Source: an optimization exercise on an open RTL-to-GDS flow (aim: small area, a short achievable clock period and few clock cycles per item). Production flows keep margins and buffers that such runs may drop.
Function was checked by simulation only, so behaviour that the tests miss may differ from the original.
Power figures rest on the tool's default switching activity, not on a simulated workload.

[flow/design.v]
package brhp_pkg;
   localparam int FILE_SIZE_BITS  = 48;
   localparam int SUM_BITS        = 51;
   localparam int RANGE_NUM_BITS  = 3;
   localparam int FOUND_BITS      = 4;
   localparam int BYTE_BITS       = 8;
   localparam int RSP_DATA_BITS   = 160;
   localparam int DEFAULT_MAX_RANGE_COUNT = 8;
   localparam int DEFAULT_OFFSET_BITS     = 48;
   localparam logic [BYTE_BITS-1:0] CHAR_COMMA = 8'h2C;
   localparam logic [BYTE_BITS-1:0] CHAR_DASH  = 8'h2D;
   localparam logic [BYTE_BITS-1:0] CHAR_CR    = 8'h0D;
   localparam logic [BYTE_BITS-1:0] CHAR_LF    = 8'h0A;
   localparam logic [BYTE_BITS-1:0] CHAR_SPACE = 8'h20;
   localparam logic [BYTE_BITS-1:0] CHAR_TAB   = 8'h09;
   localparam logic [BYTE_BITS-1:0] CHAR_ZERO  = 8'h30;
   localparam logic [BYTE_BITS-1:0] CHAR_NINE  = 8'h39;
   localparam logic [7:0] PHASE_START  = 8'b0000_0001;
   localparam logic [7:0] PHASE_LEAD   = 8'b0000_0010;
   localparam logic [7:0] PHASE_FIRST  = 8'b0000_0100;
   localparam logic [7:0] PHASE_SUFFIX = 8'b0000_1000;
   localparam logic [7:0] PHASE_SECOND = 8'b0001_0000;
   localparam logic [7:0] PHASE_TRAIL  = 8'b0010_0000;
   localparam logic [7:0] PHASE_CR     = 8'b0100_0000;
   localparam logic [7:0] PHASE_DONE   = 8'b1000_0000;
   function automatic logic is_digit(input logic [BYTE_BITS-1:0] c);
      is_digit = (c >= CHAR_ZERO) && (c <= CHAR_NINE);
   endfunction
   function automatic logic is_blank(input logic [BYTE_BITS-1:0] c);
      is_blank = (c == CHAR_SPACE) || (c == CHAR_TAB);
   endfunction
endpackage
import brhp_pkg::*;
module brhp_add #(
   parameter int N = 8
) (
   input  logic [N-1:0] a,
   input  logic [N-1:0] b,
   input  logic         cin,
   output logic [N-1:0] s,
   output logic         cout
);
   localparam int L = $clog2(N);
   logic [N-1:0] g [0:L];
   logic [N-1:0] p [0:L];
   logic [N-1:0] h;
   logic [N:0]   c;
   assign h    = a ^ b;
   assign g[0] = a & b;
   assign p[0] = h;
   for (genvar l = 0; l < L; l++) begin : g_lvl
      for (genvar i = 0; i < N; i++) begin : g_bit
         if (((i >> l) & 1) == 1) begin : g_op
            localparam int J = ((i >> l) << l) - 1;
            assign g[l+1][i] = g[l][i] | (p[l][i] & g[l][J]);
            assign p[l+1][i] = p[l][i] & p[l][J];
         end else begin : g_pass
            assign g[l+1][i] = g[l][i];
            assign p[l+1][i] = p[l][i];
         end
      end
   end
   assign c    = {g[L] | (p[L] & {N{cin}}), cin};
   assign s    = h ^ c[N-1:0];
   assign cout = c[N];
endmodule
module brhp_carry #(
   parameter int N = 8
) (
   input  logic [N-1:0] a,
   input  logic [N-1:0] b,
   input  logic         cin,
   output logic         cout
);
   localparam int L = $clog2(N);
   logic [N-1:0] g [0:L];
   logic [N-1:0] t [0:L];
   assign g[0] = a & b;
   assign t[0] = a | b;
   for (genvar l = 0; l < L; l++) begin : g_lvl
      for (genvar i = 0; i < N; i++) begin : g_bit
         if (((i >> l) & 1) == 1) begin : g_op
            localparam int J = ((i >> l) << l) - 1;
            assign g[l+1][i] = g[l][i] | (t[l][i] & g[l][J]);
            assign t[l+1][i] = t[l][i] & t[l][J];
         end else begin : g_pass
            assign g[l+1][i] = g[l][i];
            assign t[l+1][i] = t[l][i];
         end
      end
   end
   assign cout = g[L][N-1] | (t[L][N-1] & cin);
endmodule
module brhp_range_calc (
   input  logic                                is_suffix,
   input  logic                                has_second,
   input  logic [brhp_pkg::FILE_SIZE_BITS-1:0] nfirst_num,    
   input  logic [brhp_pkg::FILE_SIZE_BITS-1:0] cur_num,
   input  logic [brhp_pkg::FILE_SIZE_BITS-1:0] nfile_size,    
   input  logic [brhp_pkg::SUM_BITS-1:0]       sum_cur,
   output logic                                range_ok,
   output logic [brhp_pkg::FILE_SIZE_BITS-1:0] nsuffix_start,  
   output logic [brhp_pkg::SUM_BITS-1:0]       sum_next
);
   localparam int FS = FILE_SIZE_BITS;
   logic                cur_gt_fs, cur_le_fs, first_lt_cur, sum_co;
   logic [SUM_BITS-1:0] ext_c, ext_nf, cs_s, cs_c;
   brhp_add #(.N(FS)) u_sub (
      .a(nfile_size), .b(cur_num), .cin(1'b0), .s(nsuffix_start), .cout(cur_gt_fs));
   assign cur_le_fs = !cur_gt_fs;
   brhp_carry #(.N(FS)) u_lt (
      .a(cur_num), .b(nfirst_num), .cin(1'b0), .cout(first_lt_cur));
   assign range_ok = cur_le_fs && (is_suffix ? has_second : first_lt_cur);
   assign ext_c  = SUM_BITS'(cur_num);
   assign ext_nf = {{(SUM_BITS-FS){1'b1}}, nfirst_num};
   assign cs_s   = sum_cur ^ ext_c ^ ext_nf;
   assign cs_c   = (sum_cur & ext_c) | (sum_cur & ext_nf) | (ext_c & ext_nf);
   brhp_add #(.N(SUM_BITS)) u_sum (
      .a(cs_s), .b({cs_c[SUM_BITS-2:0], 1'b1}), .cin(1'b0), .s(sum_next), .cout(sum_co));
endmodule
import brhp_pkg::*;
module byte_range_header_parser_core #(
   parameter int MAX_RANGE_COUNT = brhp_pkg::DEFAULT_MAX_RANGE_COUNT,
   parameter int OFFSET_BITS     = brhp_pkg::DEFAULT_OFFSET_BITS
) (
   input  logic                                clock,
   input  logic                                reset,
   input  logic                                req_tvalid,
   output logic                                req_tready,
   input  logic [brhp_pkg::BYTE_BITS-1:0]      req_tdata,    
   input  logic                                req_tlast,    
   output logic                                rsp_tvalid,
   input  logic                                rsp_tready,
   output logic [brhp_pkg::RSP_DATA_BITS-1:0]  rsp_tdata,
   output logic                                rsp_tlast,    
   input  logic                                csr_wr_en,
   input  logic [brhp_pkg::FILE_SIZE_BITS-1:0] csr_wr_data   
);
   localparam int FS       = FILE_SIZE_BITS;
   localparam int PAD_BITS = RSP_DATA_BITS - (2 * FS + RANGE_NUM_BITS + SUM_BITS + FOUND_BITS + 1);
   localparam logic [2:0] P_START  = 3'd0;
   localparam logic [2:0] P_LEAD   = 3'd1;
   localparam logic [2:0] P_FIRST  = 3'd2;
   localparam logic [2:0] P_TRAIL  = 3'd3;
   localparam logic [2:0] P_SUFFIX = 3'd4;
   localparam logic [2:0] P_SECOND = 3'd5;
   localparam logic [2:0] P_CR     = 3'd6;
   localparam logic [2:0] P_DONE   = 3'd7;
   localparam logic [FS-1:0] OVF_T = FS'(64'd28147497671066);
   logic [FS-1:0] nfs_ff;    
   logic                 h_v_ff, s_v_ff;
   logic [4:0]           h_b_ff, s_b_ff;    
   logic [4:0]           in_enc;
   logic                 h_l_ff, s_l_ff;
   logic out_valid_ff;    
   logic hend_ff;         
   logic flush_ff;        
   logic fix_ff;          
   logic [2:0]          ph_ff;
   logic                err_ff;
   logic                hb_ff;       
   logic [3:0]          cnt_ff;
   logic [2:0]          num_ff;      
   logic [SUM_BITS-1:0] sum_ff;
   logic [FS-1:0]       cur_ff;      
   logic [FS-1:0]       nfirst_ff;   
   logic accept, go, step;
   logic [2:0]          ph;
   logic                err, hb;
   logic [3:0]          cnt;
   logic                c_digit, c_dash, c_comma, c_blank, c_cr, c_lf, c_term;
   logic [3:0]          dval;
   logic                cont;        
   logic [FS-1:0]       acc_hi;
   logic [3:0]          acc_lo;
   logic                acc_co, acc_ovf;
   logic [2:0] ph_m, ph_c;
   logic       err_m, err_c, hb_m, hb_c;
   logic       term_fire, wr_digit, dash_first, dash_lead;
   logic       do_comp, is_suffix, range_ok, got, end_byte, defer, emit, hend_next, clr;
   logic       fin, rej_fin;
   logic [3:0] cnt_c;
   logic [SUM_BITS-1:0] sum_next;
   logic [FS-1:0] nsuffix_start, cur_nx, nfirst_nx;
   logic [SUM_BITS-1:0] sum_nx;
   localparam logic [2:0] K_OTHER = 3'd0;
   localparam logic [2:0] K_DASH  = 3'd1;
   localparam logic [2:0] K_COMMA = 3'd2;
   localparam logic [2:0] K_BLANK = 3'd3;
   localparam logic [2:0] K_CR    = 3'd4;
   localparam logic [2:0] K_LF    = 3'd5;
   always_comb begin
      if ((req_tdata >= CHAR_ZERO) && (req_tdata <= CHAR_NINE)) in_enc = {1'b1, req_tdata[3:0]};
      else if (req_tdata == CHAR_DASH)                          in_enc = {2'b00, K_DASH};
      else if (req_tdata == CHAR_COMMA)                         in_enc = {2'b00, K_COMMA};
      else if ((req_tdata == CHAR_SPACE) || (req_tdata == CHAR_TAB)) in_enc = {2'b00, K_BLANK};
      else if (req_tdata == CHAR_CR)                            in_enc = {2'b00, K_CR};
      else if (req_tdata == CHAR_LF)                            in_enc = {2'b00, K_LF};
      else                                                      in_enc = {2'b00, K_OTHER};
   end
   assign req_tready = !s_v_ff;
   assign accept     = req_tvalid && !s_v_ff;
   assign go         = h_v_ff && !flush_ff && !fix_ff && (!out_valid_ff || rsp_tready);
   assign step       = go || flush_ff || fix_ff;
   always_ff @(posedge clock) begin
      if (reset) begin
         h_v_ff <= 1'b0;
         s_v_ff <= 1'b0;
      end else begin
         if (go || !h_v_ff) h_v_ff <= s_v_ff || accept;
         if (go) s_v_ff <= 1'b0;
         else if (accept && h_v_ff) s_v_ff <= 1'b1;
      end
   end
   always_ff @(posedge clock) begin
      if (go || !h_v_ff) begin
         h_b_ff <= s_v_ff ? s_b_ff : in_enc;
         h_l_ff <= s_v_ff ? s_l_ff : req_tlast;
      end
      if (!s_v_ff) begin
         s_b_ff <= in_enc;
         s_l_ff <= req_tlast;
      end
   end
   assign ph  = hend_ff ? P_START : ph_ff;
   assign err = err_ff && !hend_ff;
   assign hb  = hb_ff && !hend_ff;
   assign cnt = hend_ff ? 4'd0 : cnt_ff;
   assign c_digit = h_b_ff[4];
   assign c_dash  = h_b_ff == {2'b00, K_DASH};
   assign c_comma = h_b_ff == {2'b00, K_COMMA};
   assign c_blank = h_b_ff == {2'b00, K_BLANK};
   assign c_cr    = h_b_ff == {2'b00, K_CR};
   assign c_lf    = h_b_ff == {2'b00, K_LF};
   assign c_term  = c_blank || c_comma || c_cr;
   assign dval    = h_b_ff[3:0];
   assign cont   = (ph == P_FIRST) || (((ph == P_SUFFIX) || (ph == P_SECOND)) && hb);
   always_comb begin
      case ({cur_ff[2:0], dval[3:1]})
            6'b000_000: acc_lo = 4'd0;
            6'b000_001: acc_lo = 4'd1;
            6'b000_010: acc_lo = 4'd2;
            6'b000_011: acc_lo = 4'd3;
            6'b000_100: acc_lo = 4'd4;
            6'b001_000: acc_lo = 4'd5;
            6'b001_001: acc_lo = 4'd6;
            6'b001_010: acc_lo = 4'd7;
            6'b001_011: acc_lo = 4'd8;
            6'b001_100: acc_lo = 4'd9;
            6'b010_000: acc_lo = 4'd2;
            6'b010_001: acc_lo = 4'd3;
            6'b010_010: acc_lo = 4'd4;
            6'b010_011: acc_lo = 4'd5;
            6'b010_100: acc_lo = 4'd6;
            6'b011_000: acc_lo = 4'd7;
            6'b011_001: acc_lo = 4'd8;
            6'b011_010: acc_lo = 4'd9;
            6'b011_011: acc_lo = 4'd10;
            6'b011_100: acc_lo = 4'd11;
            6'b100_000: acc_lo = 4'd4;
            6'b100_001: acc_lo = 4'd5;
            6'b100_010: acc_lo = 4'd6;
            6'b100_011: acc_lo = 4'd7;
            6'b100_100: acc_lo = 4'd8;
            6'b101_000: acc_lo = 4'd9;
            6'b101_001: acc_lo = 4'd10;
            6'b101_010: acc_lo = 4'd11;
            6'b101_011: acc_lo = 4'd12;
            6'b101_100: acc_lo = 4'd13;
            6'b110_000: acc_lo = 4'd6;
            6'b110_001: acc_lo = 4'd7;
            6'b110_010: acc_lo = 4'd8;
            6'b110_011: acc_lo = 4'd9;
            6'b110_100: acc_lo = 4'd10;
            6'b111_000: acc_lo = 4'd11;
            6'b111_001: acc_lo = 4'd12;
            6'b111_010: acc_lo = 4'd13;
            6'b111_011: acc_lo = 4'd14;
            6'b111_100: acc_lo = 4'd15;
            default: acc_lo = 4'd0;
      endcase
   end
   brhp_add #(.N(FS)) u_acc (
      .a({1'b0, cur_ff[FS-1:1]}), .b({3'b000, cur_ff[FS-1:3]}), .cin(acc_lo[3]),
      .s(acc_hi), .cout(acc_co));
   assign acc_ovf = cont && ((cur_ff >= OVF_T) || ((cur_ff == OVF_T - 1) && (dval >= 4'd6)));
   always_comb begin
      ph_m       = ph;
      hb_m       = hb;
      err_m      = err;
      term_fire  = 1'b0;
      wr_digit   = 1'b0;
      dash_first = 1'b0;
      dash_lead  = 1'b0;
      if (!err && !flush_ff && !fix_ff) begin
         case (ph)
            P_START, P_LEAD: begin
               if (c_blank && (ph == P_LEAD)) begin
                  ph_m = ph;
               end else if (c_digit) begin
                  wr_digit = 1'b1;
                  hb_m     = 1'b0;
                  ph_m     = P_FIRST;
               end else if (c_dash) begin
                  dash_lead = 1'b1;
                  hb_m      = 1'b0;
                  ph_m      = P_SUFFIX;
               end else begin
                  err_m = 1'b1;
               end
            end
            P_FIRST: begin
               if (c_digit) begin
                  if (acc_ovf) err_m = 1'b1;
                  wr_digit = 1'b1;
               end else if (c_dash) begin
                  dash_first = 1'b1;
                  ph_m       = P_SECOND;
               end else begin
                  err_m = 1'b1;
               end
            end
            P_SUFFIX, P_SECOND: begin
               if (c_digit) begin
                  if (acc_ovf) err_m = 1'b1;
                  wr_digit = 1'b1;
                  hb_m     = 1'b1;
               end else if (c_term) begin
                  term_fire = 1'b1;
               end else begin
                  err_m = 1'b1;
               end
            end
            P_TRAIL: begin
               ph_m = ph;     
            end
            P_CR: begin
               if (c_lf) ph_m = P_DONE;
               else err_m = 1'b1;
            end
            default: begin
               err_m = 1'b1;
            end
         endcase
      end
   end
   assign do_comp   = flush_ff || (!err_m && term_fire);
   assign is_suffix = ph_ff == P_SUFFIX;
   brhp_range_calc u_range_calc (
      .is_suffix    (is_suffix),
      .has_second   (hb_ff),
      .nfirst_num   (nfirst_ff),
      .cur_num      (cur_ff),
      .nfile_size   (nfs_ff),
      .sum_cur      (sum_ff),
      .range_ok     (range_ok),
      .nsuffix_start(nsuffix_start),
      .sum_next     (sum_next)
   );
   assign got   = do_comp && range_ok;
   assign defer = !flush_ff && !fix_ff && h_l_ff && !err_m && !term_fire &&
                  ((ph_m == P_SUFFIX) || (ph_m == P_SECOND));
   always_comb begin
      ph_c  = ph_m;
      hb_c  = hb_m;
      err_c = err_m;
      cnt_c = cnt;
      if (do_comp) begin
         if (range_ok) begin
            cnt_c = cnt + 4'd1;
            ph_c  = P_TRAIL;
         end else begin
            err_c = 1'b1;
         end
      end
      end_byte = !flush_ff && !fix_ff && !err_c && (((ph == P_TRAIL) && !err) || (term_fire && got));
      if (end_byte) begin
         if (c_blank) begin
            ph_c = P_TRAIL;
         end else if (c_comma) begin
            if (cnt_c >= 4'(MAX_RANGE_COUNT)) begin
               err_c = 1'b1;
            end else begin
               ph_c = P_LEAD;
               hb_c = 1'b0;
            end
         end else if (c_cr) begin
            ph_c = P_CR;
         end else begin
            err_c = 1'b1;
         end
      end
      if (!flush_ff && !fix_ff && h_l_ff && !err_c &&
          ((ph_c == P_START) || (ph_c == P_LEAD) || (ph_c == P_FIRST))) begin
         err_c = 1'b1;
      end
   end
   assign fin       = !fix_ff && (flush_ff || (h_l_ff && !defer));
   assign rej_fin   = fin && do_comp && !range_ok;
   assign emit      = fix_ff || (!rej_fin && (flush_ff || ((got || h_l_ff) && !defer)));
   assign hend_next = fix_ff || (fin && !rej_fin);
   assign clr       = fix_ff || (fin && !do_comp);
   always_ff @(posedge clock) begin
      if (reset) begin
         out_valid_ff <= 1'b0;
         flush_ff     <= 1'b0;
         fix_ff       <= 1'b0;
         hend_ff      <= 1'b1;
      end else begin
         if (step) out_valid_ff <= emit;
         else if (rsp_tready) out_valid_ff <= 1'b0;
         flush_ff <= go && defer;
         fix_ff   <= step && rej_fin;
         if (step) hend_ff <= hend_next;
      end
   end
   always_ff @(posedge clock) begin
      if (csr_wr_en) nfs_ff <= ~csr_wr_data;
      if (step) begin
         ph_ff  <= ph_c;
         err_ff <= err_c;
         hb_ff  <= hb_c;
         cnt_ff <= cnt_c;
         num_ff <= got ? cnt[2:0] : 3'd0;
      end
      cur_ff    <= cur_nx;
      nfirst_ff <= nfirst_nx;
      sum_ff    <= sum_nx;
   end
   logic sum_add, sum_hold;
   assign sum_add  = step && got;
   assign sum_hold = !(step && (got || hend_ff));
   assign sum_nx   = ({SUM_BITS{sum_add}} & sum_next) | ({SUM_BITS{sum_hold}} & sum_ff);
   logic          cur_fs, cur_dig, cur_hold, nf_ones, nf_cur, nf_sfx, nf_hold;
   logic [FS-1:0] dig_val;
   assign dig_val  = cont ? {acc_hi, acc_lo[2:0], dval[0]} : FS'(dval);
   assign cur_fs   = step && !clr && (dash_first || (do_comp && is_suffix));
   assign cur_dig  = step && !clr && !(dash_first || (do_comp && is_suffix)) && wr_digit;
   assign cur_hold = !step || (!clr && !(dash_first || (do_comp && is_suffix)) && !wr_digit);
   assign cur_nx   = ({FS{cur_fs}} & ~nfs_ff) | ({FS{cur_dig}} & dig_val) | ({FS{cur_hold}} & cur_ff);
   assign nf_ones   = step && (clr || dash_lead);
   assign nf_cur    = step && !(clr || dash_lead) && dash_first;
   assign nf_sfx    = step && !(clr || dash_lead) && !dash_first && do_comp && is_suffix;
   assign nf_hold   = !(nf_ones || nf_cur || nf_sfx);
   assign nfirst_nx = {FS{nf_ones}} | ({FS{nf_cur}} & ~cur_ff) | ({FS{nf_sfx}} & nsuffix_start)
                      | ({FS{nf_hold}} & nfirst_ff);
   assign rsp_tvalid = out_valid_ff;
   assign rsp_tlast  = hend_ff;
   assign rsp_tdata  = {{PAD_BITS{1'b0}}, err_ff, cnt_ff, sum_ff, num_ff, cur_ff, ~nfirst_ff};
endmodule
[flow/flow/run.sh]
#!/bin/bash
# The standard layout (standard.sh: ORFS synth to finish at the design's clock
# and constraints), with two changes to how the layout is made:
#  - timing repair keeps working until 9 ns of setup slack (a 4 ns target) instead
#    of stopping at 0;
#  - the port buffers that the flow puts on every input and output are the plain
#    buf_1 cell rather than the resizer's default pick (a 10 um2 delay buffer);
#    the resizer may still size them up.
# Every tool's output goes to standard.log in this folder (ORFS's own per-step
# logs stay under orfs/logs).
export SETUP_SLACK_MARGIN=9
export BUFFER_PORTS_ARGS="-buffer_cell sky130_fd_sc_hd__buf_1"
bash standard.sh > standard.log 2>&1
[flow/standard.sh]
#!/bin/bash
# synth_recipe.tcl (not shown) runs the flow's synth.tcl, then flattens the netlist and writes it again
# the make line also repeats each setting of config.mk as NAME=value (left out here)
make -C /OpenROAD-flow-scripts/flow DESIGN_CONFIG=/design/flow/config.mk WORK_HOME=/design/flow/orfs CLKGATE_MAP_FILE= SYNTH_SCRIPT=/design/flow/synth_recipe.tcl "${@:-finish}"
[flow/config.mk]
export PLATFORM = sky130hd
export DESIGN_NAME = byte_range_header_parser_core
export DESIGN_NICKNAME = byte_range_header_parser_core
export VERILOG_FILES = /design/flow/design.v
export SDC_FILE = /design/flow/constraint.sdc
export NUM_CORES = 4
export LEC_CHECK = 0
export CAP_MARGIN = 20
export CORE_MARGIN = 2
export CORE_UTILIZATION = 50
export SLEW_MARGIN = 20
[flow/constraint.sdc]
create_clock -name core_clock -period 13.0 [get_ports {clock}]
set_input_delay 2.6000 -clock core_clock [delete_from_list [all_inputs] [get_ports {clock}]]
set_output_delay 2.6000 -clock core_clock [all_outputs]
set_load 0.01 [all_outputs]
==> impl_metrics.csv, run 1 <==
group,metric,value,unit
cts,clkTransAtPathRegs,0.07,ns
placed_design,dp_cells,2486,
cells_and_area,drive_gt1_share,9.92,%
cts,ctsHtreeMaxLevel,1,
timing,fin_skew,0.0162,ns
drt,vias,15300,
worst_setup_path,worstPathMaxFanout,4,
pwr,p_leak,8.45,nW
cells_and_area,stdcell_count,2568,
timing,post-route-period-util,30.4,%
drt,wl_per_cell,19.8,µm
global_routing,grtUsageTotal,28.7,%
worst_setup_path,crit_arrival,4.45,ns
yosys,yosys.area.top_type,"dfxtp_1",
cts,cts.sinks,225,
drt,drc,0,
drt,drtIter0Drc,1138,
floorplanning,start_util,50.6,%
drt,avgViaCountPerCell,5.94,
worst_setup_path,crit_chain,"or4b_4 -> o32a_1 -> nor2_2 -> o41ai_4 -> a2111o_1 -> a31oi_4 -> nor2_4 -> or4b_4 -> or2_4 -> buf_12 -> or4_1 -> nand3_1",
floorplanning,core_area,32500,µm²
yosys,netlist.area_leader.share,19.4,%
floorplanning,dieArea,34300,µm²
timing,setup_viol,0,
drt,top_layer,"met4",
floorplanning,rows,66,
pwr,p_comb_share,27.6,%
yosys,synth.distinct_cells,81,
yosys,synth_seq_area_share,31.4,%
placed_design,gp_congestion,0.881,
placed_design,port-buffer-count,219,
yosys,syn_area,16400,µm²
worst_hold_path,hold_class,"flip-flop to flip-flop",
cells_and_area,antenna_cells,0,
timing,finalHoldViolations,0,
worst_setup_path,cpMaxStageDelayCell,"or4b_4",
floorplanning,die_h,185,µm
timing,holdWs,0.456,ns
worst_setup_path,end_kind,"flip-flop",
yosys,netlist_top_cells_area,"dfxtp_1 19%, edfxtp_1 12%, ha_1 11%",
global_routing,antenna_found_initial,0,
drt,drt_pre_antenna_iters,5,
cells_and_area,area_growth,17.7,%
cts,cts_buffer_depth,3,
global_routing,grt-ovfl-total,0,
cells_and_area,layout.nets,2369,
yosys,synth.ff_latch_count,225,
pwr,power.net_switching,0.701,mW
timing,worst_pin_slew,0.900,ns
status,status,"no timing/DRC/antenna violations",
global_routing,grt_pass1_wl,78000,µm
cts,cts-buffers-inserted,28,
pwr,pwr-share-clk,36.4,%
drt,wl_met1,23200,µm
pwr,p_total,2.18,mW
drt,drtAntennaViolNets,0,
cells_and_area,layout_common_cells,"217 x buf_1, 193 x nand2_1, 146 x inv_1",
drt,met2_length,23300,µm
timing,max_freq,0.253,GHz
global_routing,grt_max_degree,63,
timing,period_minus_slack,3.96,ns
cts,cts_root_buf,"clkbuf_16",
pwr,switching_share,32.1,%
floorplanning,die_w,185,µm
worst_setup_path,crit_path_frequent_cell,"or4b_4",
cts,cts_tree,"done",
pwr,seq_power_share,36.0,%
timing,drv_slew,0,
yosys,async_reset_ff_share,0,%
yosys,synth-edff-count,66,
timing,tns,0,ns
yosys,syn_avg_cell_area,8.73,µm²
cells_and_area,final_common_cell,"buf_1",
global_routing,grt_pass1_vias,14400,
yosys,synth_top_flop_cell,"dfxtp_1",
drt,route.met3.wl,2750,µm
timing,grt_setup_unrepaired,"true",
worst_setup_path,crit_type,"flip-flop to flip-flop",
cts,clk_latency,0.56,ns
yosys,synth_cells,1881,
drt,wirelength,50800,µm
worst_setup_path,required,13.49,ns
flow_run,cap_violations,0,
placed_design,dp_hpwl,35300,µm
pwr,cellPowerDensity,113,nW/µm²
worst_setup_path,cp-start-kind,"flip-flop",
yosys,ys_warn_count,10,
pwr,cellInternalPower,1.48,mW
pwr,vdd_drop_max,0.0000898,V
floorplanning,ios,225,
worst_setup_path,cpPeakStageDelay,0.59,ns
timing,relSlewSlack,39.4,%
-- kinds of logic after synthesis --
kind of cell / Yosys count / share of synthesized area, %
mux: 9 / 0.564
simple gates: 531 / 15.2
xor+xnor: 110 / 5.86
fa+ha+maj: 204 / 18.3
other cells: 1 / 0.0228
buf+inv: 222 / 5.29
compound gates: 579 / 23.3
flops: 225 / 31.4
-- path summary, 6_finish.rpt --
kind | start | to | slack, ns | cells after the start
setup reg to reg | h_b_ff[3] | cur_ff[46] | 9.04 | 12
hold / removal | s_b_ff[3] | s_b_ff[3] | 0.46 | 2
hold reg to reg | s_b_ff[3] | s_b_ff[3] | 0.46 | 2
setup / recovery | h_b_ff[3] | cur_ff[46] | 9.04 | 12
-- synth_stat cells (16+ instances only) --
| cell | instances |
|---|---|
| o211ai_1 | 27 |
| or3_1 | 18 |
| clkbuf_1 | 62 |
| a211oi_1 | 22 |
| dfxtp_1 | 159 |
| fa_1 | 61 |
| a21oi_1 | 141 |
| nor3_1 | 37 |
| a31oi_1 | 16 |
| nor2_1 | 131 |
| xor2_1 | 49 |
| nand2_1 | 195 |
| o221ai_1 | 38 |
| nand2b_1 | 16 |
| o31ai_1 | 22 |
| ha_1 | 142 |
| a21o_1 | 40 |
| nor2b_1 | 25 |
| xnor2_1 | 61 |
| nand3_1 | 31 |
| o22ai_1 | 34 |
| o21a_1 | 20 |
| edfxtp_1 | 66 |
| inv_1 | 148 |
| o21ai_0 | 116 |
-- critical path: cells and delay by family, from the launching register on --
kind | cells | cell delay [ns]
buf+inv | 1 | 0.13
compound gates | 4 | 1.16
simple gates | 7 | 2.17
flops | 1 | 0.44
-- flip-flops by register name, indices dropped and copies added (netlist names) --
| signal | flops |
|---|---|
| out_valid_ff | 1 |
| err_ff | 1 |
| s_b_ff | 5 |
| h_l_ff | 1 |
| s_v_ff | 1 |
| nfs_ff | 48 |
| h_b_ff | 5 |
| hb_ff | 1 |
| h_v_ff | 1 |
| fix_ff | 1 |
| cnt_ff | 4 |
| flush_ff | 1 |
| num_ff | 3 |
| cur_ff | 48 |
| hend_ff | 1 |
| nfirst_ff | 48 |
| sum_ff | 51 |
| ph_ff | 3 |
| s_l_ff | 1 |
-- stage by stage --
stage / cell area (µm²) / setup WS [ns] / util [%]
after global placement: 17700 / 7.66 / 54.5
after floorplan: 16500 / 8.72 / -
after detailed placement: 17700 / 7.59 / 54.5
after CTS: 19000 / 9.00 / 58.5
after global routing: 19300 / 8.96 / 59.6
final: 19300 / 9.04 / 59.6
-- cell type report --
| type | instances | area, µm² |
|---|---|---|
| clock buffers | 38 | 830 |
| clock inverters | 14 | 113 |
| fillers | 3005 | 13100 |
| inverters | 149 | 577 |
| multi-input cells | 1440 | 10800 |
| flip-flops and latches | 225 | 5260 |
| well taps | 442 | 553 |
| repair buffers | 260 | 1240 |
-- power groups by stage --
stage,sequential [mW],combinational [mW],clock [mW]
detailed placement,0.802,0.542,0
global placement,0.802,0.536,0
CTS,0.784,0.572,0.809
global route,0.788,0.668,0.835
finish,0.785,0.603,0.794
floorplan,0.784,0.410,0
-- metal layers --
| metal | GRT usage [%] | vias to the layer above |
|---|---|---|
| met5 | 0 | - |
| met4 | 8.73 | 0 |
| met3 | 2.67 | 96 |
| met2 | 46.9 | 502 |
| met1 | 40.1 | 7357 |
| li1 | - | 7308 |
-- what timing repair did --
| item | in CTS | in global routing |
|---|---|---|
| setup endpoints to repair | 202 | 104 |
| hold buffers | 0 | 0 |
| gates resized for setup | 103 | 49 |
| cloned | 2 | 2 |
| buffers inserted | 9 | 17 |
| pin swaps | 5 | 24 |
Testbench counts, summed over its fixed seeds: cycles 49,634, bytes 48,723.
==> run 2, diff against run 1 <==
--- a/flow/design.v
+++ b/flow/design.v
@@ -435,8 +435,13 @@
    logic [FS-1:0] dig_val;
    assign dig_val  = cont ? {acc_hi, acc_lo[2:0], dval[0]} : FS'(dval);
-   assign cur_fs   = step && !clr && (dash_first || (do_comp && is_suffix));
+   logic cur_open, cur_csr;
+   assign cur_open = (ph_ff == P_SECOND) && !hb_ff && !hend_ff && !err_ff;
+   assign cur_fs   = step && !clr && ((dash_first && !csr_wr_en) || (do_comp && is_suffix));
+   assign cur_csr  = csr_wr_en && ((step && !clr && dash_first) || (!step && cur_open));
    assign cur_dig  = step && !clr && !(dash_first || (do_comp && is_suffix)) && wr_digit;
-   assign cur_hold = !step || (!clr && !(dash_first || (do_comp && is_suffix)) && !wr_digit);
-   assign cur_nx   = ({FS{cur_fs}} & ~nfs_ff) | ({FS{cur_dig}} & dig_val) | ({FS{cur_hold}} & cur_ff);
+   assign cur_hold = !cur_csr &&
+                     (!step || (!clr && !(dash_first || (do_comp && is_suffix)) && !wr_digit));
+   assign cur_nx   = ({FS{cur_fs}} & ~nfs_ff) | ({FS{cur_csr}} & csr_wr_data) |
+                     ({FS{cur_dig}} & dig_val) | ({FS{cur_hold}} & cur_ff);
    assign nf_ones   = step && (clr || dash_lead);
    assign nf_cur    = step && !(clr || dash_lead) && dash_first;
==> run 2 against run 1 <==
Still clean on timing, DRC and antenna. First-iteration DRC count increased by 31%. Setup slack got worse by 0.35 ns. Critical path type is now primary input to flip-flop. Synthesized area increased by 1.3%.
==> impl_metrics.csv, run 2 <==
group,metric,value,unit
yosys,synth.ff_latch_count,225,
yosys,netlist.area_leader.share,19.1,%
yosys,ys_top_cells_by_count,"168 x nand2_1, 159 x dfxtp_1, 149 x inv_1",
worst_setup_path,cp-start-kind,"primary input",
yosys,synth_top_flop_cell,"dfxtp_1",
worst_setup_path,timing.rr.end,"cur_ff[28]",
worst_hold_path,min_to,"s_b_ff[0]",
timing,relSlewSlack,38.6,%
global_routing,grt_pass1_vias,15000,
worst_hold_path,holdCritStartpoint,"s_b_ff[0]",
cts,cts_buffer_depth,3,
yosys,synth_seq_area_share,31.0,%
cts,clkTransAtPathRegs,0.06,ns
cells_and_area,top_register,"sum_ff",
yosys,syn_area,16600,µm²
yosys,synth_cells,1893,
timing,setup_viol,0,
cts,cts_tree,"done",
cts,clk_latency,0.57,ns
drt,drtIter0Drc,1493,
timing,fin_ws,8.69,ns
worst_setup_path,r2r-start,"h_b_ff[1]",
yosys,syn_avg_cell_area,8.79,µm²
drt,wl_per_cell,21.6,µm
worst_setup_path,worstPathMaxFanout,6,
drt,vias,15900,
yosys,netlist_top_cells_area,"dfxtp_1 19%, edfxtp_1 12%, ha_1 11%",
placed_design,dp_cells,2500,
cells_and_area,layout_common_cells,"217 x buf_1, 165 x nand2_1, 146 x inv_1",
cells_and_area,drive_gt1_share,15.1,%
floorplanning,die_h,186,µm
pwr,seq_power_share,31.1,%
yosys,ys_warn_count,10,
cells_and_area,area_growth,24.3,%
worst_setup_path,crit_chain,"buf_6 -> nand2b_4 -> and2_4 -> nor2_4 -> or3_4 -> buf_12 -> a21boi_4 -> or3b_4 -> o32ai_4 -> buf_12 -> buf_8 -> buf_12 -> a221oi_2 -> o31ai_1",
worst_setup_path,required,13.43,ns
worst_setup_path,cpMaxStageDelayCell,"or3_4",
pwr,cellPowerDensity,125,nW/µm²
pwr,power.net_switching,0.898,mW
cts,cts_root_buf,"clkbuf_16",
yosys,synth-edff-count,66,
drt,drtAntennaViolNets,0,
worst_hold_path,hold_class,"flip-flop to flip-flop",
floorplanning,dieArea,34700,µm²
worst_hold_path,hold_depth,1,
timing,post-route-period-util,33.1,%
pwr,vdd_drop_max,0.000121,V
worst_setup_path,cp.buffers_inverters,5,
floorplanning,start_util,51.0,%
status,status,"no timing/DRC/antenna violations",
worst_setup_path,r2r_slack,9.02,ns
global_routing,grt-ovfl-total,0,
worst_setup_path,end_kind,"flip-flop",
timing,period_minus_slack,4.31,ns
drt,top_layer,"met5",
placed_design,dpl_worst_slack,7.16,ns
worst_setup_path,cpLargestDelayFamily,"simple AND/OR/NAND/NOR gates",
placed_design,gp_congestion,0.914,
cells_and_area,layout.nets,2430,
drt,wirelength,56700,µm
pwr,cellInternalPower,1.69,mW
yosys,yosys.area.top_type,"dfxtp_1",
drt,route.met3.wl,3980,µm
worst_setup_path,cpPeakStageDelay,0.35,ns
worst_setup_path,crit_type,"primary input to flip-flop",
timing,tns,0,ns
timing,drv_slew,0,
pwr,p_comb_share,37.9,%
placed_design,port-buffer-count,219,
cells_and_area,stdcell_count,2628,
worst_setup_path,reg2reg_depth,11,
cts,ctsHtreeMaxLevel,1,
flow_run,cap_violations,0,
pwr,p_leak,9.35,nW
cells_and_area,final_common_cell,"buf_1",
global_routing,grt_max_degree,52,
placed_design,dp_hpwl,36800,µm
pwr,switching_share,34.7,%
global_routing,grt_pass1_wl,85800,µm
worst_setup_path,crit_path_frequent_cell,"buf_12",
yosys,yosysMostFrequentCell,"nand2_1",
drt,met2_length,25500,µm
timing,finalHoldViolations,0,
floorplanning,die_w,186,µm
cells_and_area,largest_reg_flops,51,
pwr,pwr-share-clk,31.1,%
cts,cts.sinks,225,
timing,worst_pin_slew,0.918,ns
drt,drt_pre_antenna_iters,5,
yosys,synth.distinct_cells,84,
floorplanning,core_area,32600,µm²
global_routing,grtUsageTotal,31.1,%
cts,cts-buffers-inserted,27,
yosys,async_reset_ff_share,0,%
floorplanning,ios,225,
timing,fin_skew,0.0299,ns
global_routing,antenna_found_initial,2,
drt,drc,0,
floorplanning,rows,66,
drt,wl_met1,25600,µm
timing,max_freq,0.232,GHz
timing,grt_setup_unrepaired,"true",
drt,avgViaCountPerCell,6.04,
worst_setup_path,crit_arrival,4.74,ns
[run 2: final cells by class]
| class | count | area, µm² |
|---|---|---|
| Fill cell | 2874 | 11900 |
| Multi-Input combinational cell | 1450 | 11300 |
| Sequential cell | 225 | 5270 |
| Timing Repair Buffer | 311 | 2080 |
| Clock buffer | 36 | 751 |
| Inverter | 149 | 567 |
| Tap cell | 442 | 553 |
| Clock inverter | 13 | 168 |
| Timing Repair inverter | 1 | 7.51 |
| Antenna cell | 1 | 2.50 |
[run 2: cells by family after synthesis]
family	synth area share [%]
compound gates	24.3
xor+xnor	6.48
fa+ha+maj	18.1
buf+inv	5.32
flops	31.0
mux	0.541
other cells	0.0225
simple gates	14.2
[run 2: what timing repair did]
action	CTS	global route
cloned	13	6
buffers inserted	46	13
resized for setup	118	50
hold buffers	0	0
endpoints found under the hold margin	0	0
pin swaps	18	27
endpoints found under the setup margin	195	143
[run 2: power by group through the flow]
stage          combinational (mW)  sequential [mW]  clock, mW
2_1_floorplan               0.604            0.803          0
3_3_place_gp                0.788            0.823          0
3_5_place_dp                0.793            0.823          0
4_1_cts                     0.901            0.804      0.814
5_1_grt                      1.07            0.809      0.841
6_report                    0.980            0.804      0.805
[run 2: per-layer routing]
layer | vias up | GRT usage, %
li1 | 7478 | -
met1 | 7697 | 44.0
met2 | 588 | 49.4
met3 | 105 | 4.78
met4 | 2 | 8.52
met5 | - | 0
[run 2: worst max path at each step]
| stage | slack [ns] | cells past startpoint | start | end |
|---|---|---|---|---|
| 3_3_place_gp | 7.28 | 12 | rsp_tready | cur_ff[28] |
| 3_5_place_dp | 7.16 | 12 | rsp_tready | cur_ff[28] |
| 5_1_grt | 8.63 | 14 | rsp_tready | cur_ff[35] |
| 2_1_floorplan | 8.46 | 12 | rsp_tready | cur_ff[28] |
| 4_1_cts | 8.69 | 14 | rsp_tready | cur_ff[28] |
| 6_report | 8.69 | 14 | rsp_tready | cur_ff[28] |
[run 2: stage by stage]
| stage | hold slack, ns | instance area [µm²] | util, % | total power, mW |
|---|---|---|---|---|
| after floorplan | 0.412 | 17200 | - | 1.41 |
| after global placement | 0.449 | 18200 | 55.9 | 1.61 |
| after detailed placement | 0.457 | 18300 | 56.0 | 1.62 |
| after CTS | 0.473 | 20200 | 62.0 | 2.52 |
| after global routing | 0.500 | 20700 | 63.4 | 2.72 |
| final | 0.471 | 20700 | 63.4 | 2.59 |
Testbench counts of run 2, summed over its fixed seeds: cycles 49,634, bytes 48,723.
==> run 3, diff against run 2 <==
--- a/flow/design.v
+++ b/flow/design.v
@@ -438,5 +438,5 @@
    assign cur_open = (ph_ff == P_SECOND) && !hb_ff && !hend_ff && !err_ff;
    assign cur_fs   = step && !clr && ((dash_first && !csr_wr_en) || (do_comp && is_suffix));
-   assign cur_csr  = csr_wr_en && ((step && !clr && dash_first) || (!step && cur_open));
+   assign cur_csr  = csr_wr_en && ((h_v_ff && dash_first) || (cur_open && !(h_v_ff && c_digit)));
    assign cur_dig  = step && !clr && !(dash_first || (do_comp && is_suffix)) && wr_digit;
    assign cur_hold = !cur_csr &&
==> run 3 against run 2 <==
Non-clock buffer count decreased by 59. Utilization decreased by 4.2 points. Largest power group is now sequential cells. Register-to-register slack improved by 0.10 ns. Clock power increased by 4.3%. First-iteration DRC count decreased by 32%. Synthesized cell count decreased by 0.95%. Still clean. Hold slack got worse by 0.011 ns. Fmax increased by 7.8%.
==> impl_metrics.csv, run 3 <==
group,metric,value,unit
global_routing,grt_max_degree,32,
yosys,ys_warn_count,10,
timing,fin_skew,0.0113,ns
global_routing,grt_pass1_vias,15000,
floorplanning,die_w,188,µm
yosys,yosysMostFrequentCell,"dfxtp_1",
floorplanning,core_area,33400,µm²
worst_setup_path,crit_arrival,4.43,ns
cells_and_area,final_common_cell,"buf_1",
timing,setup_viol,0,
drt,wirelength,53900,µm
global_routing,antenna_found_initial,0,
cts,clkTransAtPathRegs,0.06,ns
cts,cts.sinks,225,
yosys,yosys.area.top_type,"dfxtp_1",
pwr,p_leak,8.65,nW
timing,max_freq,0.250,GHz
drt,drtAntennaViolNets,0,
worst_setup_path,crit_type,"primary input to flip-flop",
yosys,syn_avg_cell_area,9.01,µm²
timing,grt_setup_unrepaired,"true",
floorplanning,die_h,188,µm
worst_setup_path,cp.buffers_inverters,6,
worst_setup_path,crit_path_frequent_cell,"buf_12",
status,status,"no timing/DRC/antenna violations",
yosys,synth-edff-count,66,
drt,wl_per_cell,21.0,µm
yosys,syn_area,16900,µm²
timing,period_minus_slack,3.99,ns
cts,ctsHtreeMaxLevel,1,
drt,vias,15600,
placed_design,dp_hpwl,38200,µm
pwr,cellPowerDensity,124,nW/µm²
yosys,synth_cells,1875,
worst_setup_path,cpPeakStageDelay,0.37,ns
worst_setup_path,end_kind,"flip-flop",
yosys,synth_seq_area_share,30.6,%
yosys,netlist_top_cells_area,"dfxtp_1 19%, edfxtp_1 12%, ha_1 11%",
worst_setup_path,cpMaxStageDelayCell,"a221o_1",
timing,drv_slew,0,
cells_and_area,layout_common_cells,"218 x buf_1, 150 x inv_1, 143 x nand2_1",
yosys,ys_top_cells_by_count,"159 x dfxtp_1, 150 x inv_1, 145 x nand2_1",
worst_setup_path,cp-start-kind,"primary input",
pwr,vdd_drop_max,0.0000935,V
drt,drc,0,
cts,clk_latency,0.56,ns
floorplanning,dieArea,35300,µm²
yosys,synth.distinct_cells,94,
global_routing,grt_pass1_wl,84300,µm
yosys,async_reset_ff_share,0,%
timing,relSlewSlack,39.5,%
cts,ctsHoldBuffers,0,
placed_design,placedInstanceArea,18200,µm²
timing,post-route-period-util,30.7,%
worst_setup_path,crit_chain,"clkbuf_2 -> buf_12 -> inv_1 -> a21oi_4 -> buf_12 -> nor4_2 -> o2bb2ai_4 -> buf_12 -> buf_12 -> a221o_1",
cells_and_area,drive_gt1_share,10.1,%
worst_setup_path,required,13.44,ns
cts,cts-buffers-inserted,29,
yosys,synth_top_flop_cell,"dfxtp_1",
timing,worst_pin_slew,0.899,ns
drt,drt_pre_antenna_iters,5,
floorplanning,ios,225,
cts,cts_root_buf,"clkbuf_16",
worst_hold_path,hold_class,"flip-flop to flip-flop",
cts,cts_tree,"done",
floorplanning,start_util,50.6,%
drt,avgViaCountPerCell,6.09,
yosys,netlist.area_leader.share,18.9,%
timing,finalHoldViolations,0,
placed_design,port-buffer-count,219,
cells_and_area,antenna_cells,0,
timing,tns,0,ns
flow_run,cap_violations,0,
cells_and_area,final_design_area_no_fill,19700,µm²
worst_setup_path,worstPathMaxFanout,18,
drt,drtIter0Drc,1013,
worst_setup_path,cpLargestDelayFamily,"buffers and inverters",
floorplanning,rows,67,
cells_and_area,top_register,"sum_ff",
yosys,synth.ff_latch_count,225,
cells_and_area,area_growth,16.9,%
cts,cts_buffer_depth,3,
global_routing,grt-ovfl-total,0,
placed_design,gp_congestion,0.912,
global_routing,grtUsageTotal,30.1,%
cells_and_area,layout.nets,2356,
cells_and_area,largest_reg_flops,51,
==> run 3: final timing paths <==
kind,start,depth (start not counted),endpoint,slack [ns]
setup / recovery,csr_wr_en,10,cur_ff[17],9.01
hold / removal,s_b_ff[2],2,s_b_ff[2],0.46
setup reg to reg,h_b_ff[1],11,cur_ff[1],9.12
hold reg to reg,s_b_ff[2],2,s_b_ff[2],0.46
==> run 3: routing by layer <==
layer  share of wire, %  up-vias  track usage, %
li1                   -     7406               -
met1                 44     7552            41.0
met2                 47      554            50.2
met3                6.5       80            3.87
met4                2.4        0            8.33
met5                  0        -               0
==> run 3: final cells by class <==
type | count | area [µm²]
clock buffers | 34 | 764
fillers | 3043 | 13600
flip-flops and latches | 225 | 5230
inverters | 152 | 576
repair buffers | 252 | 1240
multi-input cells | 1431 | 11200
well taps | 448 | 561
clock inverters | 19 | 210
==> run 3: through the flow <==
step                worst slack (ns)  instances  hold WS, ns  utilization [%]  total power, mW
floorplan                       8.82       1879        0.430                -             1.39
global placement                7.12       2485        0.447             54.5             1.58
detailed placement              7.04       2485        0.447             54.5             1.59
CTS                             9.00       2554        0.466             58.7             2.45
global route                    8.90       2561        0.505             59.2             2.58
finish                          9.01       2561        0.460             59.2             2.45
==> run 3: logic make-up (layout without fill, tap and decap cells) <==
kind of cell	after synthesis	count (layout)	share of synthesized area, %
other cells	1	5	0.0222
simple gates	450	450	13.0
buf+inv	226	457	5.74
mux	3	3	0.193
compound gates	648	651	26.6
xor+xnor	118	118	6.12
fa+ha+maj	204	204	17.8
flops	225	225	30.6
==> run 3: power breakdown <==
group	total, mW	internal (mW)	switching, mW
sequential	0.944	0.805	0.139
combinational	0.665	0.291	0.373
clock	0.840	0.513	0.326
total	2.45	1.61	0.839
==> run 3: tightest hold or removal path, cell delays in order, from the launching register on <==
cell     delay (ns)
dfxtp_1        0.29
inv_1          0.04
a21oi_1        0.07
==> run 3: what timing repair did <==
action / 4_1_cts / 5_1_grt
buffers inserted: 10 / 6
pin swaps: 4 / 2
cloned: 6 / 1
gates resized for setup: 73 / 28
endpoints found under the setup margin: 194 / 112
Testbench counts of run 3, summed over its fixed seeds: cycles 49,634, bytes 48,723.
==> run 4, diff against run 3 <==
--- a/flow/flow/run.sh
+++ b/flow/flow/run.sh
@@ -6,8 +6,11 @@
 #  - the port buffers that the flow puts on every input and output are the plain
 #    buf_1 cell rather than the resizer's default pick (a 10 um2 delay buffer);
-#    the resizer may still size them up.
+#    the resizer may still size them up;
+#  - the resizer may size a cell to any drive strength, not only to cells with
+#    the same footprint (MATCH_CELL_FOOTPRINT=0, given on the make command line
+#    as the platform sets it).
 # Every tool's output goes to standard.log in this folder (ORFS's own per-step
 # logs stay under orfs/logs).
 export SETUP_SLACK_MARGIN=9
 export BUFFER_PORTS_ARGS="-buffer_cell sky130_fd_sc_hd__buf_1"
-bash standard.sh > standard.log 2>&1
+bash standard.sh MATCH_CELL_FOOTPRINT=0 finish > standard.log 2>&1
==> run 4 against run 3 <==
Still clean. Fmax is essentially flat. Clock power shrank 8.0%. Global-route usage shrank 1.4 points. Non-clock buffer count shrank 11. Register-to-register slack lost 0.04 ns. Sequential share of layout area grew 0.60 points. Utilization shrank 1.3 points. Clock skew grew 0.0053 ns. Setup slack lost 0.0019 ns. Critical endpoint is now cur_ff[46]. Highest routed layer unchanged.
==> impl_metrics.csv, run 4 <==
group,metric,value,unit
status,status,"no timing/DRC/antenna violations",
placed_design,gp_congestion,0.912,
cells_and_area,regArea,5230,µm²
drt,avgViaCountPerCell,6.01,
global_routing,grtUsageTotal,28.6,%
drt,wl_per_cell,20.3,µm
worst_setup_path,worstPathMaxFanout,24,
placed_design,placedInstanceArea,18100,µm²
pwr,cellPowerDensity,123,nW/µm²
cells_and_area,fillCellCount,3125,
placed_design,dp_cells,2486,
placed_design,dp_hpwl,39100,µm
cts,cts_tree,"done",
yosys,synthSimpleGateAreaFrac,13.0,%
worst_setup_path,crit_type,"primary input to flip-flop",
pwr,p_total,2.38,mW
worst_setup_path,required,13.41,ns
cells_and_area,area_growth,14.3,%
cells_and_area,layout_common_cells,"218 x buf_1, 150 x inv_1, 143 x nand2_1",
yosys,muxShareOfSynthArea,0.193,%
floorplanning,die_h,188,µm
floorplanning,core_area,33400,µm²
drt,vias,15300,
cts,cts_buffer_depth,3,
timing,fin_ws,9.00,ns
floorplanning,die_w,188,µm
timing,finalHoldViolations,0,
yosys,synth_top_flop_cell,"dfxtp_1",
pwr,vdd_drop_max,0.000105,V
yosys,synth.ff_latch_count,225,
global_routing,grt_pass1_vias,14300,
timing,drv_slew,0,
cts,ctsHoldBuffers,0,
pwr,p_leak,8.45,nW
drt,drtIter0Drc,1278,
floorplanning,ios,225,
yosys,async_reset_ff_share,0,%
cells_and_area,drive_gt1_share,8.39,%
timing,tns,0,ns
cells_and_area,final_design_area_no_fill,19300,µm²
placed_design,port-buffer-count,219,
flow_run,cap_violations,0,
cells_and_area,stdcell_count,2545,
floorplanning,dieArea,35300,µm²
cts,clkTransAtPathRegs,0.06,ns
cells_and_area,layout.nets,2341,
yosys,synth_seq_area_share,30.6,%
placed_design,dpl_worst_slack,7.88,ns
yosys,synth-xor-area-share,6.12,%
drt,drc,0,
cts,cts.sinks,225,
worst_setup_path,crit_arrival,4.41,ns
yosys,netlist_top_cells_area,"dfxtp_1 19%, edfxtp_1 12%, ha_1 11%",
yosys,synth-edff-count,66,
timing,post-route-period-util,30.7,%
timing,max_freq,0.250,GHz
global_routing,grt_pass1_wl,80800,µm
cts,cts_root_buf,"clkbuf_16",
cells_and_area,final_util,57.9,%
yosys,ys_warn_count,10,
yosys,netlist.area_leader.share,18.9,%
floorplanning,start_util,50.6,%
yosys,synth_cells,1875,
yosys,synth.distinct_cells,94,
drt,drt_pre_antenna_iters,5,
timing,worst_pin_slew,0.736,ns
yosys,yosys.area.top_type,"dfxtp_1",
global_routing,grt_max_degree,50,
global_routing,antenna_found_initial,0,
yosys,synth_top_family_by_area,"compound AO/OA/AOI/OAI gates",
yosys,syn_avg_cell_area,9.01,µm²
timing,grt_setup_unrepaired,"true",
worst_setup_path,end_kind,"flip-flop",
cts,clk_latency,0.55,ns
cells_and_area,multi_input_area,11000,µm²
global_routing,grt-ovfl-total,0,
timing,period_minus_slack,4.00,ns
cells_and_area,largest_reg_flops,51,
worst_hold_path,hold_class,"flip-flop to flip-flop",
cells_and_area,final_common_cell,"buf_1",
cells_and_area,top_register,"sum_ff",
timing,relSlewSlack,51.0,%
timing,holdWs,0.477,ns
drt,wirelength,51700,µm
yosys,syn_area,16900,µm²
yosys,ys_top_cells_by_count,"159 x dfxtp_1, 150 x inv_1, 145 x nand2_1",
cts,ctsHtreeMaxLevel,1,
yosys,yosysMostFrequentCell,"dfxtp_1",
timing,fin_skew,0.0166,ns
drt,drtAntennaViolNets,0,
floorplanning,rows,67,
yosys,synthAdderAreaFrac,17.8,%
worst_setup_path,cp-start-kind,"primary input",
cells_and_area,antenna_cells,0,
cts,cts-buffers-inserted,28,
timing,setup_viol,0,
yosys,synth-compound-area-share,26.6,%
==> run 4: cell counts after synthesis <==
Identical to the previous run, type by type.
==> run 4: worst max-delay path, stage by stage <==
cell	delay (ns)
buf_1	0.07
nand2b_4	0.15
a21oi_4	0.10
inv_8	0.19
nand3_2	0.14
a21oi_4	0.28
nor4_4	0.08
o2bb2ai_4	0.20
buf_12	0.18
a221oi_1	0.25
o21ai_1	0.13
==> run 4: layout make-up <==
type,count,share of cell area [%]
Multi-Input combinational cell,1428,56.8
Sequential cell,225,27.1
Clock buffer,42,4.49
Tap cell,448,2.90
Inverter,152,2.99
Timing Repair Buffer,241,5.42
Clock inverter,9,0.240
==> run 4: what timing repair did <==
action / CTS / global route
gates resized for setup: 59 / 22
pin swaps: 1 / 1
gates cloned: 0 / 1
setup buffers: 6 / 1
endpoints found under the setup margin: 196 / 116
==> run 4: where the power goes <==
| part | total [mW] | switching, mW | internal, mW | leakage, nW |
|---|---|---|---|---|
| Combinational | 0.639 | 0.358 | 0.281 | 6.02 |
| Clock | 0.773 | 0.315 | 0.458 | 0.454 |
| Sequential | 0.967 | 0.163 | 0.805 | 1.98 |
| Total | 2.38 | 0.836 | 1.54 | 8.45 |
==> run 4: layer usage <==
metal  routed length [µm]  GRT usage [%]  vias up
met5                    0              0        -
met4                 1200           7.12        0
met2                20200           39.5      611
met1                26200           46.6     7269
li1                     -              -     7371
met3                 4100           3.26       56
==> run 4: final timing paths <==
| kind | startpoint | to | slack [ns] | cells past startpoint |
|---|---|---|---|---|
| worst max-delay path | rsp_tready | cur_ff[46] | 9.00 | 11 |
| worst min-delay path | s_b_ff[2] | s_b_ff[2] | 0.48 | 2 |
| worst max register to register | h_b_ff[3] | nfirst_ff[34] | 9.08 | 11 |
| worst min register to register | s_b_ff[2] | s_b_ff[2] | 0.48 | 2 |
==> run 4: cell families (layout without fill, tap and decap cells) <==
kind of cell	count (synthesis)	in the layout
buffers and inverters	226	444
muxes	3	3
xor gates and xnor gates	118	118
other	1	5
AOI/OAI and AO/OA	648	648
adders and majority gates	204	204
DFF	225	225
and+or+nand+nor	450	450
==> run 5, diff against run 4 <==
--- a/flow/flow/run.sh
+++ b/flow/flow/run.sh
@@ -1,5 +1,5 @@
 #!/bin/bash
 # The standard layout (standard.sh: ORFS synth to finish at the design's clock
-# and constraints), with two changes to how the layout is made:
+# and constraints), with these changes to how the layout is made:
 #  - timing repair keeps working until 9 ns of setup slack (a 4 ns target) instead
 #    of stopping at 0;
==> run 5 against run 4 <==
Still clean. Fmax unchanged. Final area did not move. Die area stayed put. Combinational power barely moved. Clock-buffer cell count unchanged. Global-route usage is the same. Sequential power barely moved. Sequential share of layout area unchanged. Register-to-register slack hardly changed. Flip-flop and latch count is the same. Power did not move.
==> impl_metrics.csv, run 5 <==
group,metric,value,unit
worst_setup_path,worstPathMaxFanout,24,
global_routing,grtUsageTotal,28.6,%
worst_setup_path,crit_arrival,4.41,ns
drt,drt_pre_antenna_iters,5,
cells_and_area,final_common_cell,"buf_1",
pwr,p_leak,8.45,nW
drt,wirelength,51700,µm
cts,ctsHtreeMaxLevel,1,
drt,drtAntennaViolNets,0,
cells_and_area,regArea,5230,µm²
cts,cts-buffers-inserted,28,
flow_run,cap_violations,0,
status,status,"no timing/DRC/antenna violations",
yosys,synthAdderAreaFrac,17.8,%
pwr,pwr-share-clk,32.5,%
cells_and_area,drive_gt1_share,8.39,%
yosys,netlist_top_cells_area,"dfxtp_1 19%, edfxtp_1 12%, ha_1 11%",
drt,drtIter0Drc,1278,
yosys,synth.distinct_cells,94,
yosys,synth-compound-area-share,26.6,%
yosys,synth_top_flop_cell,"dfxtp_1",
placed_design,gp_congestion,0.912,
global_routing,grt_pass1_vias,14300,
global_routing,antenna_found_initial,0,
timing,grt_setup_unrepaired,"true",
timing,max_freq,0.250,GHz
yosys,synth_cells,1875,
cts,clk_latency,0.55,ns
floorplanning,start_util,50.6,%
timing,drv_slew,0,
placed_design,dp_hpwl,39100,µm
floorplanning,dieArea,35300,µm²
yosys,syn_area,16900,µm²
worst_setup_path,cpLargestDelayFamily,"compound AO/OA/AOI/OAI gates",
yosys,synth.ff_latch_count,225,
yosys,synthSimpleGateAreaFrac,13.0,%
global_routing,grt_pass1_wl,80800,µm
floorplanning,ios,225,
timing,fin_skew,0.0166,ns
cts,cts_root_buf,"clkbuf_16",
cts,ctsHoldBuffers,0,
yosys,yosys.area.top_type,"dfxtp_1",
yosys,muxShareOfSynthArea,0.193,%
drt,vias,15300,
placed_design,dpl_worst_slack,7.88,ns
floorplanning,die_w,188,µm
cells_and_area,area_growth,14.3,%
worst_setup_path,cpPeakStageDelay,0.28,ns
timing,worst_pin_slew,0.736,ns
worst_setup_path,crit_chain,"buf_1 -> nand2b_4 -> a21oi_4 -> inv_8 -> nand3_2 -> a21oi_4 -> nor4_4 -> o2bb2ai_4 -> buf_12 -> a221oi_1 -> o21ai_1",
pwr,p_comb_share,26.8,%
cells_and_area,layout.nets,2341,
cells_and_area,antenna_cells,0,
cells_and_area,layout_common_cells,"218 x buf_1, 150 x inv_1, 143 x nand2_1",
placed_design,placedInstanceArea,18100,µm²
floorplanning,core_area,33400,µm²
global_routing,grt-ovfl-total,0,
yosys,synth_seq_area_share,30.6,%
drt,wl_per_cell,20.3,µm
timing,tns,0,ns
timing,setup_viol,0,
pwr,switching_share,35.1,%
worst_setup_path,cp-start-kind,"primary input",
worst_setup_path,required,13.41,ns
timing,period_minus_slack,4.00,ns
drt,avgViaCountPerCell,6.01,
global_routing,grt_max_degree,50,
yosys,synth-edff-count,66,
timing,holdWs,0.477,ns
floorplanning,rows,67,
cts,clkTransAtPathRegs,0.06,ns
cells_and_area,final_design_area_no_fill,19300,µm²
worst_setup_path,cpMaxStageDelayCell,"a21oi_4",
pwr,vdd_drop_max,0.000105,V
worst_setup_path,crit_path_frequent_cell,"a21oi_4",
worst_hold_path,hold_class,"flip-flop to flip-flop",
cells_and_area,largest_reg_flops,51,
cells_and_area,fillCellCount,3125,
cts,cts_buffer_depth,3,
yosys,async_reset_ff_share,0,%
timing,finalHoldViolations,0,
worst_setup_path,crit_type,"primary input to flip-flop",
yosys,ys_top_cells_by_count,"159 x dfxtp_1, 150 x inv_1, 145 x nand2_1",
yosys,syn_avg_cell_area,9.01,µm²
pwr,cellPowerDensity,123,nW/µm²
timing,relSlewSlack,51.0,%
cells_and_area,multi_input_area,11000,µm²
timing,post-route-period-util,30.7,%
pwr,cellInternalPower,1.54,mW
yosys,yosysMostFrequentCell,"dfxtp_1",
yosys,ys_warn_count,10,
yosys,synth-xor-area-share,6.12,%
cells_and_area,top_register,"sum_ff",
timing,fin_ws,9.00,ns
pwr,seq_power_share,40.7,%
placed_design,port-buffer-count,219,
cts,cts_tree,"done",
worst_setup_path,end_kind,"flip-flop",
cts,cts.sinks,225,
drt,drc,0,
worst_setup_path,cp.buffers_inverters,3,
pwr,power.net_switching,0.836,mW
floorplanning,die_h,188,µm
yosys,synth_top_family_by_area,"compound AO/OA/AOI/OAI gates",
yosys,netlist.area_leader.share,18.9,%
## run 5: cell counts after synthesis
No cell type changed its count.
## run 5: worst min-delay path, cell delays in order, from the launching register on
cell and delay, ns:
dfxtp_1 0.30, inv_1 0.05, a21oi_1 0.07
## run 5: path summary, 6_finish.rpt
check	from	to	slack, ns	depth (start not counted)
setup / recovery	rsp_tready	cur_ff[46]	9.00	11
setup reg to reg	h_b_ff[3]	nfirst_ff[34]	9.08	11
hold reg to reg	s_b_ff[2]	s_b_ff[2]	0.48	2
hold / removal	s_b_ff[2]	s_b_ff[2]	0.48	2
## run 5: repair_timing
action / 4_1_cts / 5_1_grt
buffers inserted: 6 / 1
hold endpoints to repair: 0 / 0
pin swaps: 1 / 1
endpoints found under the setup margin: 196 / 116
cloned: 0 / 1
gates resized for setup: 59 / 22
## run 5: logic make-up after synthesis
logic type                 after synthesis
AOI/OAI and AO/OA                      648
and+or+nand+nor                        450
other                                    1
buffers and inverters                  226
xor gates and xnor gates               118
muxes                                    3
adders and majority gates              204
DFF                                    225
## run 5: through the flow
| step | util [%] | total power [mW] | std cells |
|---|---|---|---|
| after global routing | 57.9 | 2.50 | 2545 |
| after global placement | 54.3 | 1.58 | 2486 |
| final | 57.9 | 2.38 | 2545 |
| after CTS | 57.5 | 2.38 | 2543 |
| after floorplan | - | 1.39 | 1879 |
| after detailed placement | 54.3 | 1.60 | 2486 |
## run 5: power by group through the flow
stage / Sequential, mW / Combinational (mW) / Clock [mW]
global placement: 0.972 / 0.609 / 0
detailed placement: 0.974 / 0.623 / 0
global route: 0.978 / 0.716 / 0.810
finish: 0.967 / 0.639 / 0.773
CTS: 0.959 / 0.633 / 0.784
floorplan: 0.905 / 0.480 / 0
## run 5: routing by layer
metal	wire, µm	vias to the layer above	share of wire, %	GRT usage (%)
met5	0	-	0	0
met1	26200	7269	51	46.6
met3	4100	56	7.9	3.26
met2	20200	611	39	39.5
met4	1200	0	2.3	7.12
li1	-	7371	-	-
## run 5: area by class of cell
| class | instances | area share, % |
|---|---|---|
| well taps | 448 | 2.90 |
| clock buffers | 42 | 4.49 |
| repair buffers | 241 | 5.42 |
| clock inverters | 9 | 0.240 |
| inverters | 152 | 2.99 |
| flip-flops and latches | 225 | 27.1 |
| multi-input cells | 1428 | 56.8 |
==> run 6, diff against run 5 <==
--- a/flow/flow/run.sh
+++ b/flow/flow/run.sh
@@ -2,5 +2,5 @@
 # The standard layout (standard.sh: ORFS synth to finish at the design's clock
 # and constraints), with these changes to how the layout is made:
-#  - timing repair keeps working until 9 ns of setup slack (a 4 ns target) instead
+#  - timing repair keeps working until 9.2 ns of setup slack (a 3.8 ns target) instead
 #    of stopping at 0;
 #  - the port buffers that the flow puts on every input and output are the plain
@@ -12,5 +12,5 @@
 # Every tool's output goes to standard.log in this folder (ORFS's own per-step
 # logs stay under orfs/logs).
-export SETUP_SLACK_MARGIN=9
+export SETUP_SLACK_MARGIN=9.2
 export BUFFER_PORTS_ARGS="-buffer_cell sky130_fd_sc_hd__buf_1"
 bash standard.sh MATCH_CELL_FOOTPRINT=0 finish > standard.log 2>&1
==> run 6 against run 5 <==
Global-route usage up 0.33 points. Largest power group unchanged. Final area grew 6.4%. Die area stayed put. Flip-flop and latch count did not move. Clock power grew 5.2%. Critical path depth shrank 10. Clock skew decreased by 0.0063 ns. Combinational power rose by 6.4%.
==> impl_metrics.csv, run 6 <==
group,metric,value,unit
status,status,"no timing/DRC/antenna violations",
worst_setup_path,crit_type,"flip-flop to output port",
placed_design,dp_cells,2484,
yosys,ys_warn_count,10,
floorplanning,die_h,188,µm
global_routing,grt-ovfl-total,0,
global_routing,grtUsageMet3,4.34,%
worst_hold_path,holdCritStartpoint,"s_b_ff[2]",
cts,cts-buffers-inserted,29,
drt,wirelength,52400,µm
floorplanning,die_w,188,µm
worst_setup_path,r2r-start,"nfirst_ff[2]",
yosys,synth-edff-count,66,
global_routing,grtUsageTotal,29.0,%
floorplanning,rows,67,
worst_setup_path,required,10.40,ns
yosys,synth.distinct_cells,94,
yosys,synth_seq_area_share,30.6,%
yosys,synth.ff_latch_count,225,
yosys,syn_area,16900,µm²
cts,cts_tree,"done",
timing,finalHoldViolations,0,
cts,clkTransAtPathRegs,0.06,ns
global_routing,busiest_layer,"met2",
drt,drt_pre_antenna_iters,5,
yosys,async_reset_ff_share,0,%
cells_and_area,final_util,61.5,%
global_routing,antenna_found_initial,0,
floorplanning,dieArea,35300,µm²
global_routing,grt_pass1_wl,82100,µm
cells_and_area,antenna_cells,0,
worst_setup_path,cpPeakStageDelay,0.44,ns
yosys,netlist.area_leader.share,18.9,%
global_routing,grt_pass1_vias,14800,
timing,setup_viol,0,
worst_setup_path,cpMaxStageDelayCell,"dfxtp_4",
cells_and_area,final_common_cell,"buf_1",
pwr,vdd_drop_max,0.000112,V
timing,drv_slew,0,
worst_hold_path,hold_class,"flip-flop to flip-flop",
yosys,ys_top_cells_by_count,"159 x dfxtp_1, 150 x inv_1, 145 x nand2_1",
yosys,synth_top_flop_cell,"dfxtp_1",
global_routing,grt_max_degree,50,
worst_hold_path,hold_depth,2,
worst_setup_path,worstPathMaxFanout,10,
cells_and_area,area_growth,21.6,%
yosys,synth_cells,1875,
yosys,yosysMostFrequentCell,"dfxtp_1",
cells_and_area,largest_reg_flops,51,
timing,grt_setup_unrepaired,"true",
cells_and_area,multi_input_area,11200,µm²
cts,ctsHtreeMaxLevel,1,
worst_setup_path,reg2reg_depth,13,
cells_and_area,fillCellCount,2977,
cts,ctsHoldBuffers,0,
pwr,cellPowerDensity,118,nW/µm²
worst_hold_path,min_to,"s_b_ff[2]",
cts,cts.sinks,225,
placed_design,gp_congestion,0.911,
cells_and_area,final_design_area_no_fill,20500,µm²
cells_and_area,regArea,5410,µm²
worst_setup_path,cp-start-kind,"flip-flop",
worst_setup_path,timing.rr.end,"sum_ff[42]",
yosys,netlist_top_cells_area,"dfxtp_1 19%, edfxtp_1 12%, ha_1 11%",
drt,wl_per_cell,19.9,µm
timing,period_minus_slack,3.77,ns
drt,drc,0,
placed_design,dp_hpwl,36700,µm
timing,relSlewSlack,36.8,%
worst_setup_path,crit_arrival,1.17,ns
timing,max_freq,0.265,GHz
yosys,syn_avg_cell_area,9.01,µm²
flow_run,cap_violations,0,
timing,tns,0,ns
worst_setup_path,r2r_slack,9.27,ns
placed_design,placedInstanceArea,18100,µm²
yosys,yosys.area.top_type,"dfxtp_1",
cells_and_area,layout_common_cells,"206 x buf_1, 150 x inv_1, 143 x nand2_1",
floorplanning,ios,225,
drt,avgViaCountPerCell,5.95,
cells_and_area,layout.nets,2434,
cts,cts_root_buf,"clkbuf_16",
timing,post-route-period-util,29.0,%
pwr,p_leak,9.09,nW
drt,drtIter0Drc,1107,
floorplanning,core_area,33400,µm²
worst_setup_path,crit_chain,"buf_1",
worst_setup_path,end_kind,"output port",
worst_setup_path,cp.buffers_inverters,1,
pwr,p_total,2.43,mW
timing,worst_pin_slew,0.938,ns
drt,drtAntennaViolNets,0,
cells_and_area,top_register,"sum_ff",
worst_setup_path,cpLargestDelayFamily,"flip-flops",
cts,cts_buffer_depth,3,
global_routing,met2_usage,45.6,%
global_routing,grt_use_met1,40.8,%
drt,vias,15700,
timing,fin_skew,0.0103,ns
cts,clk_latency,0.55,ns
placed_design,port-buffer-count,219,
cells_and_area,stdcell_count,2640,
floorplanning,start_util,50.6,%
cells_and_area,drive_gt1_share,16.5,%
==> run 6: cell counts after synthesis <==
Identical to the previous run, type by type.
==> run 6: cells by family (layout without fill, tap and decap cells) <==
family          count (synthesis)  count (layout)  share of synthesized area (%)
other cells                     1               5                         0.0222
mux                             3               3                          0.193
compound gates                648             649                           26.6
buf+inv                       226             538                           5.74
flops                         225             225                           30.6
xor+xnor                      118             118                           6.12
simple gates                  450             450                           13.0
fa+ha+maj                     204             204                           17.8
==> run 6: routing by layer <==
layer | share of wire (%) | vias up
met4 | 3.2 | 0
met5 | 0 | -
met1 | 46 | 7525
li1 | - | 7567
met3 | 6.6 | 83
met2 | 45 | 541
==> run 6: power by group <==
group          internal [mW]  switching [mW]
clock                  0.482           0.331
combinational          0.301           0.379
sequential             0.810           0.129
==> run 6: worst max-delay path by stage <==
stage                    endpoint  depth (start not counted)          start
CTS                 rsp_tdata[31]                          2  nfirst_ff[31]
global placement       cur_ff[20]                         10      csr_wr_en
global route           sum_ff[42]                         13   nfirst_ff[2]
detailed placement     cur_ff[20]                         10      csr_wr_en
finish              rsp_tdata[58]                          1     cur_ff[10]
floorplan              cur_ff[20]                         11     rsp_tready
==> run 6: tightest hold or removal path, cell delays in order (launching register included) <==
cell and delay, ns:
dfxtp_1 0.30, inv_1 0.04, a21oi_1 0.07
==> run 6: through the flow <==
step	hold WS, ns	worst slack (ns)
after floorplan	0.430	8.77
after CTS	0.467	9.20
after global placement	0.448	7.51
after detailed placement	0.454	7.43
final	0.467	9.23
after global routing	0.494	9.16
==> run 6: final cells by class <==
class	instances	share of cell area, %
Inverter	152	2.80
Sequential cell	225	26.4
Tap cell	448	2.73
Timing Repair Buffer	332	8.95
Clock inverter	15	0.628
Clock buffer	39	4.01
Multi-Input combinational cell	1429	54.5
==> run 6: timing repair <==
item	CTS	global route
pin swaps	6	19
resized for setup	180	66
endpoints found under the hold margin	0	0
setup buffers	23	74
cloned	5	0
endpoints found under the setup margin	236	192

Re-timed with assumed drivers on the ports (clkbuf_16 on the clock, buf_2 on other inputs), run 6 has 9.179 ns of setup slack against 9.230 ns with ideal ports, and 8.692 ns once port delays also move by the mid clock arrival of 0.600 ns.
